Context: an optimization exercise on an open-source flow, tuned for small area. The choices shown serve that exercise and are no tape-out recipe. At most, simulation tests tie the RTL to the original design; equivalence was not proved. Power figures rest on the tool's default switching activity, not on a simulated workload.

==> inputs of run a <==
Design rope_step_scheduler, start of the top module:
module rope_step_scheduler #(
   parameter int CORES          = 4,
   parameter int NODES_PER_CORE = 5,
   parameter int RELAX_PASSES   = 3,
   parameter int TIMEOUT        = 1023
) (
   input  logic                                        clk,
   input  logic                                        reset,
   input  logic                                        frame_start,
   input  logic [9:0]                                  in_mouse_x,
   input  logic [9:0]                                  in_mouse_y,
   input  logic [CORES-1:0]                            core_done,
   input  logic [CORES*NODES_PER_CORE*10-1:0]          nodes_x,
   input  logic [CORES*NODES_PER_CORE*10-1:0]          nodes_y,
   output logic                                        core_step,
   output logic                                        core_phase,
   output logic [31:0]                                 mouse_x,
   output logic [31:0]                                 mouse_y,
   input  logic [$clog2(CORES*NODES_PER_CORE)-1:0]     rd_idx,
   output logic [9:0]                                  rd_x,
   output logic [9:0]                                  rd_y,
   output logic                                        busy,
   output logic                                        frame_ready,
   output logic [7:0]                                  overrun_cnt,
   output logic                                        timeout_err
);
Settings: LEC_CHECK=0, CAP_MARGIN=20, CORE_MARGIN=2, CORE_UTILIZATION=30, CTS_BUF_LIST=sky130_fd_sc_hd__clkbuf_4, SETUP_SLACK_MARGIN=0.3, SLEW_MARGIN=20, SYNTH_HIERARCHICAL=1; clock period 7.0 ns.
run.sh (not shown) runs the stock make flow with config.mk's settings and CLKGATE_MAP_FILE= SYNTH_SCRIPT=/design/flow/synth_recipe.tcl, a recipe that flattens the netlist after the stock synthesis.
==> inputs of run b, as changes to run a <==
==> flow/design.v (replaced) <==
module rope_step_scheduler #(
   parameter int CORES          = 4,
   parameter int NODES_PER_CORE = 5,
   parameter int RELAX_PASSES   = 3,
   parameter int TIMEOUT        = 1023
) (
   input  logic                                        clk,
   input  logic                                        reset,
   input  logic                                        frame_start,
   input  logic [9:0]                                  in_mouse_x,
   input  logic [9:0]                                  in_mouse_y,
   input  logic [CORES-1:0]                            core_done,
   input  logic [CORES*NODES_PER_CORE*10-1:0]          nodes_x,
   input  logic [CORES*NODES_PER_CORE*10-1:0]          nodes_y,
   output logic                                        core_step,
   output logic                                        core_phase,
   output logic [31:0]                                 mouse_x,
   output logic [31:0]                                 mouse_y,
   input  logic [$clog2(CORES*NODES_PER_CORE)-1:0]     rd_idx,
   output logic [9:0]                                  rd_x,
   output logic [9:0]                                  rd_y,
   output logic                                        busy,
   output logic                                        frame_ready,
   output logic [7:0]                                  overrun_cnt,
   output logic                                        timeout_err
);
   localparam int N      = CORES * NODES_PER_CORE;
   localparam int IDX_W  = $clog2(N);
   localparam int STEP_W = $clog2(RELAX_PASSES + 1);
   localparam logic [9:0] TMR_SEED = 10'd77;
   localparam logic [9:0] TMR_LAST = 10'd550;
   localparam logic [5*N-1:0] CPY_CODE = {
      5'd23, 5'd11, 5'd5,  5'd18, 5'd25, 5'd28, 5'd14, 5'd7,  5'd3,  5'd1,
      5'd16, 5'd8,  5'd4,  5'd2,  5'd17, 5'd24, 5'd12, 5'd22, 5'd27, 5'd13
   };
   typedef enum logic [2:0] {
      S_IDLE, S_LATCH, S_ISSUE, S_WAIT, S_COPY, S_SWAP
   } state_t;
   state_t                  state_q, state_d;
   logic [STEP_W-1:0]       step_q, step_d;    
   logic [CORES-1:0]        done_seen_q;
   logic [9:0]              timer_q;
   logic [1:0][N-1:0][19:0] ring_q;            
   logic                    front_q;           
   logic [IDX_W-1:0]        ofs_q;             
   logic                    valid_q;           
   logic [IDX_W-1:0]        rd_idx_q;
   logic [19:0]             mouse_q;
   logic                    frame_ready_q;
   logic [7:0]              overrun_cnt_q;
   logic                    timeout_err_q;
   logic all_done, tmr_last, cpy_last, tmr_run;
   assign all_done = &(done_seen_q | core_done);
   assign tmr_last = (timer_q == TMR_LAST);
   assign cpy_last = (timer_q[4:0] == CPY_CODE[5*(N-1) +: 5]);
   assign tmr_run  = (state_q == S_WAIT && !all_done) || state_q == S_COPY;
   always_comb begin
      state_d = state_q;
      step_d  = step_q;
      case (state_q)
         S_IDLE:  if (frame_start) state_d = S_LATCH;
         S_LATCH: begin
            step_d  = '0;
            state_d = S_ISSUE;
         end
         S_ISSUE: state_d = S_WAIT;
         S_WAIT: begin
            if (all_done) begin
               if (step_q == STEP_W'(RELAX_PASSES)) begin
                  state_d = S_COPY;
               end else begin
                  step_d  = step_q + STEP_W'(1);
                  state_d = S_ISSUE;
               end
            end else if (tmr_last) begin
               state_d = S_IDLE;
            end
         end
         S_COPY:  if (cpy_last) state_d = S_SWAP;
         S_SWAP:  state_d = S_IDLE;
         default: state_d = S_IDLE;
      endcase
   end
   logic [N-1:0]         cpy_sel;
   logic [IDX_W:0]       rd_sum;
   logic [IDX_W-1:0]     rd_pos;
   logic                 rd_en;
   logic [2*N-1:0]       rd_sel;
   logic [N-1:0][19:0]   nodes_xy;
   logic [2*N-1:0][19:0] ring_flat;
   logic [19:0]          line_in, rd_val;
   assign rd_sum = rd_idx_q + ofs_q;
   assign rd_pos = (rd_sum >= (IDX_W+1)'(N)) ? IDX_W'(rd_sum - (IDX_W+1)'(N)) : IDX_W'(rd_sum);
   assign rd_en  = valid_q && (int'(rd_idx_q) < N);
   always_comb
      for (int i = 0; i < N; i++) begin
         cpy_sel[i]     = (timer_q[4:0] == CPY_CODE[5*i +: 5]);
         rd_sel[i]      = rd_en && !front_q && (rd_pos == IDX_W'(i));
         rd_sel[N+i]    = rd_en &&  front_q && (rd_pos == IDX_W'(i));
         nodes_xy[i]    = {nodes_y[i*10 +: 10], nodes_x[i*10 +: 10]};
         ring_flat[i]   = ring_q[0][i];
         ring_flat[N+i] = ring_q[1][i];
      end
   rope_sel_or #(.W(20), .K(N))   u_cpy_mux (.d(nodes_xy),  .sel(cpy_sel), .y(line_in));
   rope_sel_or #(.W(20), .K(2*N)) u_rd_mux  (.d(ring_flat), .sel(rd_sel),  .y(rd_val));
   always_ff @(posedge clk or posedge reset) begin
      if (reset) begin
         state_q       <= S_IDLE;
         step_q        <= '0;
         valid_q       <= 1'b0;
         mouse_q       <= '0;
         frame_ready_q <= 1'b0;
         overrun_cnt_q <= '0;
         timeout_err_q <= 1'b0;
      end else begin
         state_q       <= state_d;
         step_q        <= step_d;
         if (frame_ready_q)
            valid_q <= 1'b1;
         if (state_q == S_LATCH)
            mouse_q <= {in_mouse_y, in_mouse_x};
         frame_ready_q <= (state_q == S_SWAP);
         if (frame_start && (state_q != S_IDLE) && (overrun_cnt_q != 8'hFF))
            overrun_cnt_q <= overrun_cnt_q + 8'd1;
         if (state_q == S_WAIT && !all_done && tmr_last)
            timeout_err_q <= 1'b1;
      end
   end
   always_ff @(posedge clk) begin
      done_seen_q <= (state_q == S_ISSUE) ? '0 : (done_seen_q | core_done);
      timer_q     <= tmr_run ? {timer_q[8:0], timer_q[9] ^ timer_q[6]} : TMR_SEED;
      rd_idx_q    <= rd_idx;
      for (int r = 0; r < 2; r++) begin
         for (int j = 0; j < N - 1; j++)
            ring_q[r][j] <= ring_q[r][j+1];
         ring_q[r][N-1] <= (state_q == S_COPY && front_q != r[0]) ? line_in : ring_q[r][0];
      end
      if (frame_ready_q) begin
         front_q <= !front_q;
         ofs_q   <= IDX_W'(N - 2);
      end else begin
         ofs_q   <= (ofs_q == '0) ? IDX_W'(N - 1) : ofs_q - IDX_W'(1);
      end
   end
   assign core_step   = (state_q == S_ISSUE);
   assign core_phase  = (step_q != '0);
   assign mouse_x     = {10'b0, mouse_q[9:0], 12'b0};
   assign mouse_y     = {10'b0, mouse_q[19:10], 12'b0};
   assign rd_x        = rd_val[9:0];
   assign rd_y        = rd_val[19:10];
   assign busy        = (state_q != S_IDLE);
   assign frame_ready = frame_ready_q;
   assign overrun_cnt = overrun_cnt_q;
   assign timeout_err = timeout_err_q;
endmodule
module rope_sel_or #(
   parameter int W = 20,
   parameter int K = 20
) (
   input  logic [K-1:0][W-1:0] d,
   input  logic [K-1:0]        sel,
   output logic [W-1:0]        y
);
   always_comb begin
      y = '0;
      for (int i = 0; i < K; i++)
         y = y | (d[i] & {W{sel[i]}});
   end
endmodule
==> flow/flow/run.sh (new file) <==
#!/bin/bash
# The standard ORFS layout (standard.sh, unchanged synthesis), with two
# changes: each port gets the smallest buffer, and the clock tree is built
# from small clkbuf_4 cells over smaller sink clusters, without dummy loads.
# make's output goes to make_finish.log; ORFS keeps each step's log under orfs/logs/.
set -euo pipefail
export BUFFER_PORTS_ARGS="-buffer_cell sky130_fd_sc_hd__buf_1"
export CTS_ARGS="-sink_clustering_enable -repair_clock_nets -dont_use_dummy_load -buf_list sky130_fd_sc_hd__clkbuf_4 -sink_clustering_size 10 -sink_clustering_max_diameter 40"
bash standard.sh > make_finish.log 2>&1
==> flow/standard.sh (new file) <==
#!/bin/bash
# synth_recipe.tcl (not shown) runs the flow's synth.tcl, then flattens the netlist and writes it again
# the make line also repeats each setting of config.mk as NAME=value (left out here)
make -C /OpenROAD-flow-scripts/flow DESIGN_CONFIG=/design/flow/config.mk WORK_HOME=/design/flow/orfs CLKGATE_MAP_FILE= SYNTH_SCRIPT=/design/flow/synth_recipe.tcl "${@:-finish}"
==> flow/config.mk (replaced) <==
export PLATFORM = sky130hd
export DESIGN_NAME = rope_step_scheduler
export DESIGN_NICKNAME = rope_step_scheduler
export VERILOG_FILES = /design/flow/design.v
export SDC_FILE = /design/flow/constraint.sdc
export NUM_CORES = 4
export LEC_CHECK = 0
export CAP_MARGIN = 20
export CORE_MARGIN = 2
export CORE_UTILIZATION = 55
export SLEW_MARGIN = 20
export SYNTH_HIERARCHICAL = 1
removed: flow/run.sh
==> impl_results.md <==
- Pint: 0.00647 W
- Total chip power: 0.00946 W
- 1st-pass router iterations: 6
- Clock group share of total power: 0.228
- Inverters: 15
- Status: finished clean
(the above is from run b)
==> impl_results.md <==
- Pint: 0.00788 W
- 1st-pass router iterations: 8
- Iter 0 DRT Violations: 2149
- Total chip power: 0.0110 W
- Inverters: 16
- Status: finished clean
- Clock group share of total power: 0.370
- Compound-Gate Fraction of Synth Area: 0.184
(the above is from run a)
Only the layout flow was run in run a; the RTL was not checked for function there.

separate check: timing with driven ports:
In the flow no input, the clock included, has a driving cell. The finished layouts below were timed again as built, in two steps. Step 1, drivers: a clkbuf_16 drives clk and a buf_2 each remaining input, both assumed. Step 2 adds t to the input delays and takes it off the output delays; t is the mean of the earliest and latest rising clock arrival at the registers after step 1. Input paths then give back, and output paths get back, about the clock's delay inside the block. a / b / c = ideal ports / drivers / drivers and shift; a / b = the first two.
| run | t, ns | setup WS [ns] | latest minus earliest clock arrival (ns) | worst register clock-pin slew, ns | cell pins on the clock port's net |
|---|---|---|---|---|---|
| run a | 1.095 | 1.903 / 1.951 / 0.856 | 0.063 / 0.063 | 0.08 / 0.08 | 1 |
| run b | 0.913 | 0.141 / 0.087 / 1.000 | 0.082 / 0.083 | 0.12 / 0.12 | 1 |
After both steps setup and hold are still met in every run listed. The setup slack of run a, which loses most, moves by +0.048 ns with the drivers and by -1.047 ns with both steps.
